This is an optimization exercise on Yosys and OpenROAD, whose aim is small area and a short achievable clock period, not a production implementation. In this exercise RTL edits were held to simulation tests only and were not proved equivalent to the original.

==> flow/design.v (excerpt) <==
module memoria_dados_nrisc #(
  parameter int LARGURA_END = 8,
  parameter int LATENCIA    = 2
) (
  input  logic                   Clock,
  input  logic                   Reset_n,
  input  logic [LARGURA_END-1:0] EndMemDados,
  input  logic [7:0]             DadoEscritoMem,
  input  logic                   LerMem,
  input  logic                   EscMem,
  output logic [7:0]             DadoLidoMem,
  output logic                   Pronto,
  output logic                   Erro
  ,
  output logic [7:0]             PortaSaida
);
  logic ocioso_q, esp1_q, esp2_q, resp_q;
  logic [7:0] pos_q;
  logic [31:0] seln_q;             
  logic [7:0]  grp_q;              
  logic        porta_end_q;        
  logic [7:0]  slot_q;             
  logic [7:0]  dado_q;
  logic        ler_q, esc_q;
  logic [7:0] lido_q, porta_q;
  logic       erro_q;
  logic [7:0] r1_q [8];
  logic       wrp_q, rdp_q;
  logic [7:0] rdg_q;
  logic [7:0]  wga_q, wgan_q, wgb_q, wgbn_q;
  logic [15:0] wl_q, wln_q;
  logic [7:0] anel [256];
  logic [7:0] r1_d [8];
  logic [7:0] lido_d;
  logic       req, so_ler, so_esc, esc_mem, tarde;
  logic [5:0] soma_b;
  logic [2:0] soma_a0, soma_a1;
  logic [7:0] slot0;
  logic [7:0] grp_d;
  logic [6:0] wk;
  logic [7:0] wf, wfn;
  assign req     = LerMem | EscMem;
  assign so_ler  = ler_q & ~esc_q;
  ...
Size in the first run: about 6,200 cells after synthesis, roughly 2,300 flip-flops, ~38 I/O pins, ~71,000 sq um of cells after synthesis.
==> module memoria_dados_nrisc, before the edit <==
module memoria_dados_nrisc #(
  parameter int LARGURA_END = 8,
  parameter int LATENCIA    = 2
) (
  input  logic                   Clock,
  input  logic                   Reset_n,
  input  logic [LARGURA_END-1:0] EndMemDados,
  input  logic [7:0]             DadoEscritoMem,
  input  logic                   LerMem,
  input  logic                   EscMem,
  output logic [7:0]             DadoLidoMem,
  output logic                   Pronto,
  output logic                   Erro
  ,
  output logic [7:0]             PortaSaida
);
  logic ocioso_q, esp1_q, esp2_q, resp_q;
  logic [7:0] pos_q;
  logic [31:0] seln_q;             
  logic [7:0]  grp_q;              
  logic        porta_end_q;        
  logic [7:0]  slot_q;             
  logic [7:0]  dado_q;
  logic        ler_q, esc_q;
  logic [7:0] lido_q, porta_q;
  logic       erro_q;
  logic [7:0] r1_q [8];
  logic       wrp_q, rdp_q;
  logic [7:0] rdg_q;
  logic [7:0]  wga_q, wgan_q, wgb_q, wgbn_q;
  logic [15:0] wl_q, wln_q;
  logic [7:0] anel [256];
  logic [7:0] r1_d [8];
  logic [7:0] lido_d;
  logic       req, so_ler, so_esc, esc_mem, tarde;
  logic [5:0] soma_b;
  logic [2:0] soma_a0, soma_a1;
  logic [7:0] slot0;
  logic [7:0] grp_d;
  logic [6:0] wk;
  logic [7:0] wf, wfn;
  assign req     = LerMem | EscMem;
  assign so_ler  = ler_q & ~esc_q;
  assign so_esc  = esc_q & ~ler_q;
  assign esc_mem = so_esc & ~porta_end_q;
  assign soma_b  = {1'b0, EndMemDados[4:0]} + {1'b0, pos_q[4:0]};
  assign soma_a0 = EndMemDados[7:5] + pos_q[7:5];
  assign soma_a1 = EndMemDados[7:5] + pos_q[7:5] + 3'd1;
  assign slot0   = {soma_b[5] ? soma_a1 : soma_a0, soma_b[4:0]};
  always_comb
    for (int g = 0; g < 8; g++)
      grp_d[g] = soma_b[5] ? (soma_a1 == 3'(g)) : (soma_a0 == 3'(g));
  assign tarde = slot_q[0];
  assign wk    = 7'((9'(slot_q) + 9'd3) >> 1);
  always_ff @(posedge Clock or negedge Reset_n) begin
    if (!Reset_n) begin
      ocioso_q <= 1'b1;
      esp1_q   <= 1'b0;
      esp2_q   <= 1'b0;
      resp_q   <= 1'b0;
      erro_q   <= 1'b0;
      lido_q   <= '0;
      porta_q  <= '0;
      wrp_q    <= 1'b0;
      rdp_q    <= 1'b0;
      rdg_q    <= '0;
      wga_q    <= '0;
      wgan_q   <= '1;
    end else begin
      ocioso_q <= ~((ocioso_q & req) | esp1_q | esp2_q);
      esp1_q   <= ocioso_q & req;
      esp2_q   <= esp1_q;
      resp_q   <= esp2_q;
      erro_q   <= esp2_q & ler_q & esc_q;
      lido_q   <= lido_d;
      if (wrp_q)
        porta_q <= dado_q;
      wrp_q    <= esp1_q & so_esc & porta_end_q;
      rdp_q    <= esp1_q & so_ler & porta_end_q;
      for (int g = 0; g < 8; g++)
        rdg_q[g] <= esp1_q & so_ler & ~porta_end_q & grp_q[g];
      for (int i = 0; i < 8; i++) begin
        wga_q[i]  <=   esp1_q & esc_mem & ~tarde & (wk[6:4] == 3'(i));
        wgan_q[i] <= ~(esp1_q & esc_mem & ~tarde & (wk[6:4] == 3'(i)));
      end
    end
  end
  always_ff @(posedge Clock) begin
    pos_q <= pos_q + 8'd1;
    if (ocioso_q) begin
      for (int k = 0; k < 32; k++)
        seln_q[k] <= (slot0[4:0] != 5'(k));
      grp_q       <= grp_d;
      slot_q      <= slot0;
      porta_end_q <= &EndMemDados;
      dado_q      <= DadoEscritoMem;
      ler_q       <= LerMem;
      esc_q       <= EscMem;
    end
    for (int g = 0; g < 8; g++)
      r1_q[g] <= r1_d[g];
    for (int i = 0; i < 8; i++) begin
      wgb_q[i]  <=   esp2_q & esc_mem & tarde & (wk[6:4] == 3'(i));
      wgbn_q[i] <= ~(esp2_q & esc_mem & tarde & (wk[6:4] == 3'(i)));
    end
    for (int j = 0; j < 16; j++) begin
      wl_q[j]  <=   wk[3:0] == 4'(j);
      wln_q[j] <= ~(wk[3:0] == 4'(j));
    end
  end
  assign wf  = wga_q | wgb_q;
  assign wfn = wgan_q & wgbn_q;
  for (genvar p = 0; p < 256; p++) begin : g_anel
    if (p % 2 == 1) begin : g_passa
      always_ff @(posedge Clock)
        anel[p] <= anel[p-1];
    end else begin : g_porta_esc
      localparam int K = p / 2;
      logic we, keep;
      assign we   = wf[K >> 4] & wl_q[K & 15];
      assign keep = wfn[K >> 4] | wln_q[K & 15];
      always_ff @(posedge Clock)
        anel[p] <= ({8{we}} & dado_q) | ({8{keep}} & anel[(p + 255) % 256]);
    end
  end
  always_comb
    for (int g = 0; g < 8; g++) begin
      r1_d[g] = '1;
      for (int k = 0; k < 32; k++)
        r1_d[g] = r1_d[g] & ({8{seln_q[k]}} | anel[g*32 + k]);
    end
  always_comb begin
    lido_d = {8{rdp_q}} & porta_q;
    for (int g = 0; g < 8; g++)
      lido_d = lido_d | ({8{rdg_q[g]}} & r1_q[g]);
  end
  assign DadoLidoMem = lido_q;
  assign Pronto      = resp_q;
  assign Erro        = erro_q;
  assign PortaSaida  = porta_q;
endmodule
Settings: LEC_CHECK=0, CAP_MARGIN=20, CORE_MARGIN=2, CORE_UTILIZATION=60, CTS_CLUSTER_DIAMETER=60, CTS_CLUSTER_SIZE=30, PLACE_DENSITY=0.7, SETUP_SLACK_MARGIN=1.8, SLEW_MARGIN=20; clock period 4.0 ns.
run.sh (not shown) runs the stock make flow with config.mk's settings and CLKGATE_MAP_FILE= SYNTH_SCRIPT=/design/flow/synth_recipe.tcl, a recipe that flattens the netlist after the stock synthesis.
The baseline ran to the end with no violations.
Next try:
--- a/flow/design.v
+++ b/flow/design.v
@@ -20,5 +20,6 @@
   logic [7:0]  grp_q;              
   logic        porta_end_q;        
-  logic [7:0]  slot_q;             
+  logic [6:0]  wk_q;               
+  logic        tarde_q;            
   logic [7:0]  dado_q;
   logic        ler_q, esc_q;
@@ -28,29 +29,19 @@
   logic       wrp_q, rdp_q;
   logic [7:0] rdg_q;
-  logic [7:0]  wga_q, wgan_q, wgb_q, wgbn_q;
-  logic [15:0] wl_q, wln_q;
+  logic [7:0] wh_q, whn_q;
+  logic       esc_tarde_q;
   logic [7:0] anel [256];
   logic [7:0] r1_d [8];
   logic [7:0] lido_d;
-  logic       req, so_ler, so_esc, esc_mem, tarde;
-  logic [5:0] soma_b;
-  logic [2:0] soma_a0, soma_a1;
-  logic [7:0] slot0;
-  logic [7:0] grp_d;
-  logic [6:0] wk;
-  logic [7:0] wf, wfn;
+  logic       req, so_ler, so_esc, esc_mem, grava;
+  logic [7:0] soma, slot0, soma4;
+  logic [15:0] wl;
   assign req     = LerMem | EscMem;
   assign so_ler  = ler_q & ~esc_q;
   assign so_esc  = esc_q & ~ler_q;
   assign esc_mem = so_esc & ~porta_end_q;
-  assign soma_b  = {1'b0, EndMemDados[4:0]} + {1'b0, pos_q[4:0]};
-  assign soma_a0 = EndMemDados[7:5] + pos_q[7:5];
-  assign soma_a1 = EndMemDados[7:5] + pos_q[7:5] + 3'd1;
-  assign slot0   = {soma_b[5] ? soma_a1 : soma_a0, soma_b[4:0]};
-  always_comb
-    for (int g = 0; g < 8; g++)
-      grp_d[g] = soma_b[5] ? (soma_a1 == 3'(g)) : (soma_a0 == 3'(g));
-  assign tarde = slot_q[0];
-  assign wk    = 7'((9'(slot_q) + 9'd3) >> 1);
+  assign soma  = EndMemDados + pos_q;
+  assign slot0 = soma + 8'd1;
+  assign soma4 = soma + 8'd4;
   always_ff @(posedge Clock or negedge Reset_n) begin
     if (!Reset_n) begin
@@ -65,6 +56,4 @@
       rdp_q    <= 1'b0;
       rdg_q    <= '0;
-      wga_q    <= '0;
-      wgan_q   <= '1;
     end else begin
       ocioso_q <= ~((ocioso_q & req) | esp1_q | esp2_q);
@@ -80,8 +69,4 @@
       for (int g = 0; g < 8; g++)
         rdg_q[g] <= esp1_q & so_ler & ~porta_end_q & grp_q[g];
-      for (int i = 0; i < 8; i++) begin
-        wga_q[i]  <=   esp1_q & esc_mem & ~tarde & (wk[6:4] == 3'(i));
-        wgan_q[i] <= ~(esp1_q & esc_mem & ~tarde & (wk[6:4] == 3'(i)));
-      end
     end
   end
@@ -91,7 +76,9 @@
       for (int k = 0; k < 32; k++)
         seln_q[k] <= (slot0[4:0] != 5'(k));
-      grp_q       <= grp_d;
-      slot_q      <= slot0;
+      for (int g = 0; g < 8; g++)
+        grp_q[g] <= (slot0[7:5] == 3'(g));
       porta_end_q <= &EndMemDados;
+      wk_q        <= soma4[7:1];
+      tarde_q     <= ~soma[0];
       dado_q      <= DadoEscritoMem;
       ler_q       <= LerMem;
@@ -101,14 +88,13 @@
       r1_q[g] <= r1_d[g];
     for (int i = 0; i < 8; i++) begin
-      wgb_q[i]  <=   esp2_q & esc_mem & tarde & (wk[6:4] == 3'(i));
-      wgbn_q[i] <= ~(esp2_q & esc_mem & tarde & (wk[6:4] == 3'(i)));
+      wh_q[i]  <=   wk_q[6:4] == 3'(i);
+      whn_q[i] <= ~(wk_q[6:4] == 3'(i));
     end
-    for (int j = 0; j < 16; j++) begin
-      wl_q[j]  <=   wk[3:0] == 4'(j);
-      wln_q[j] <= ~(wk[3:0] == 4'(j));
-    end
+    esc_tarde_q <= esp2_q & esc_mem & tarde_q;
   end
-  assign wf  = wga_q | wgb_q;
-  assign wfn = wgan_q & wgbn_q;
+  assign grava = (esp2_q & esc_mem & ~tarde_q) | esc_tarde_q;
+  always_comb
+    for (int j = 0; j < 16; j++)
+      wl[j] = (wk_q[3:0] == 4'(j));
   for (genvar p = 0; p < 256; p++) begin : g_anel
     if (p % 2 == 1) begin : g_passa
@@ -118,6 +104,6 @@
       localparam int K = p / 2;
       logic we, keep;
-      assign we   = wf[K >> 4] & wl_q[K & 15];
-      assign keep = wfn[K >> 4] | wln_q[K & 15];
+      assign we   = (wh_q[K >> 4] & grava) & wl[K & 15];
+      assign keep = (whn_q[K >> 4] | ~grava) | ~wl[K & 15];
       always_ff @(posedge Clock)
         anel[p] <= ({8{we}} & dado_q) | ({8{keep}} & anel[(p + 255) % 256]);
What happened: Clock-buffer cell count is lower by 1; non-clock buffer count rose by 290; global-route usage went up by 2.9 points; die area drops by a few percent; routed wire length rises slightly; utilization climbs by 4.7 points; hold slack gets worse by 0.050 ns; sequential share of layout area fell by 2.7 points; cell area went up by a few percent.

-- separate check: timing with driven ports --
Ports are ideal in the flow. The routed layouts listed here were re-timed in OpenROAD.
Step 1: set_driving_cell puts a clkbuf_16 on Clock and a buf_2 on each other input, an assumption about the parent block.
Step 2 times the ports against the registers' clock, not the clock port: input delays grow and output delays shrink by t, the midpoint of the rising clock arrivals with the driver on.
a / b / c = ideal / step 1 / step 2; a / b = the first two.
| run | t (ns) | slack for setup (ns) | worst register clock-pin slew, ns | worst data-port slew with drivers (ns) |
|---|---|---|---|---|
| the first run | 0.871 | 1.556 / 1.556 / 0.982 | 0.11 / 0.11 | 0.07 |
| the second run | 0.871 | 1.448 / 1.448 / 0.671 | 0.11 / 0.11 | 0.05 |
After both steps every run listed still meets setup and hold. The setup slack of the second run, which loses most, moves by 0.000 ns with the drivers and by -0.777 ns with both steps.
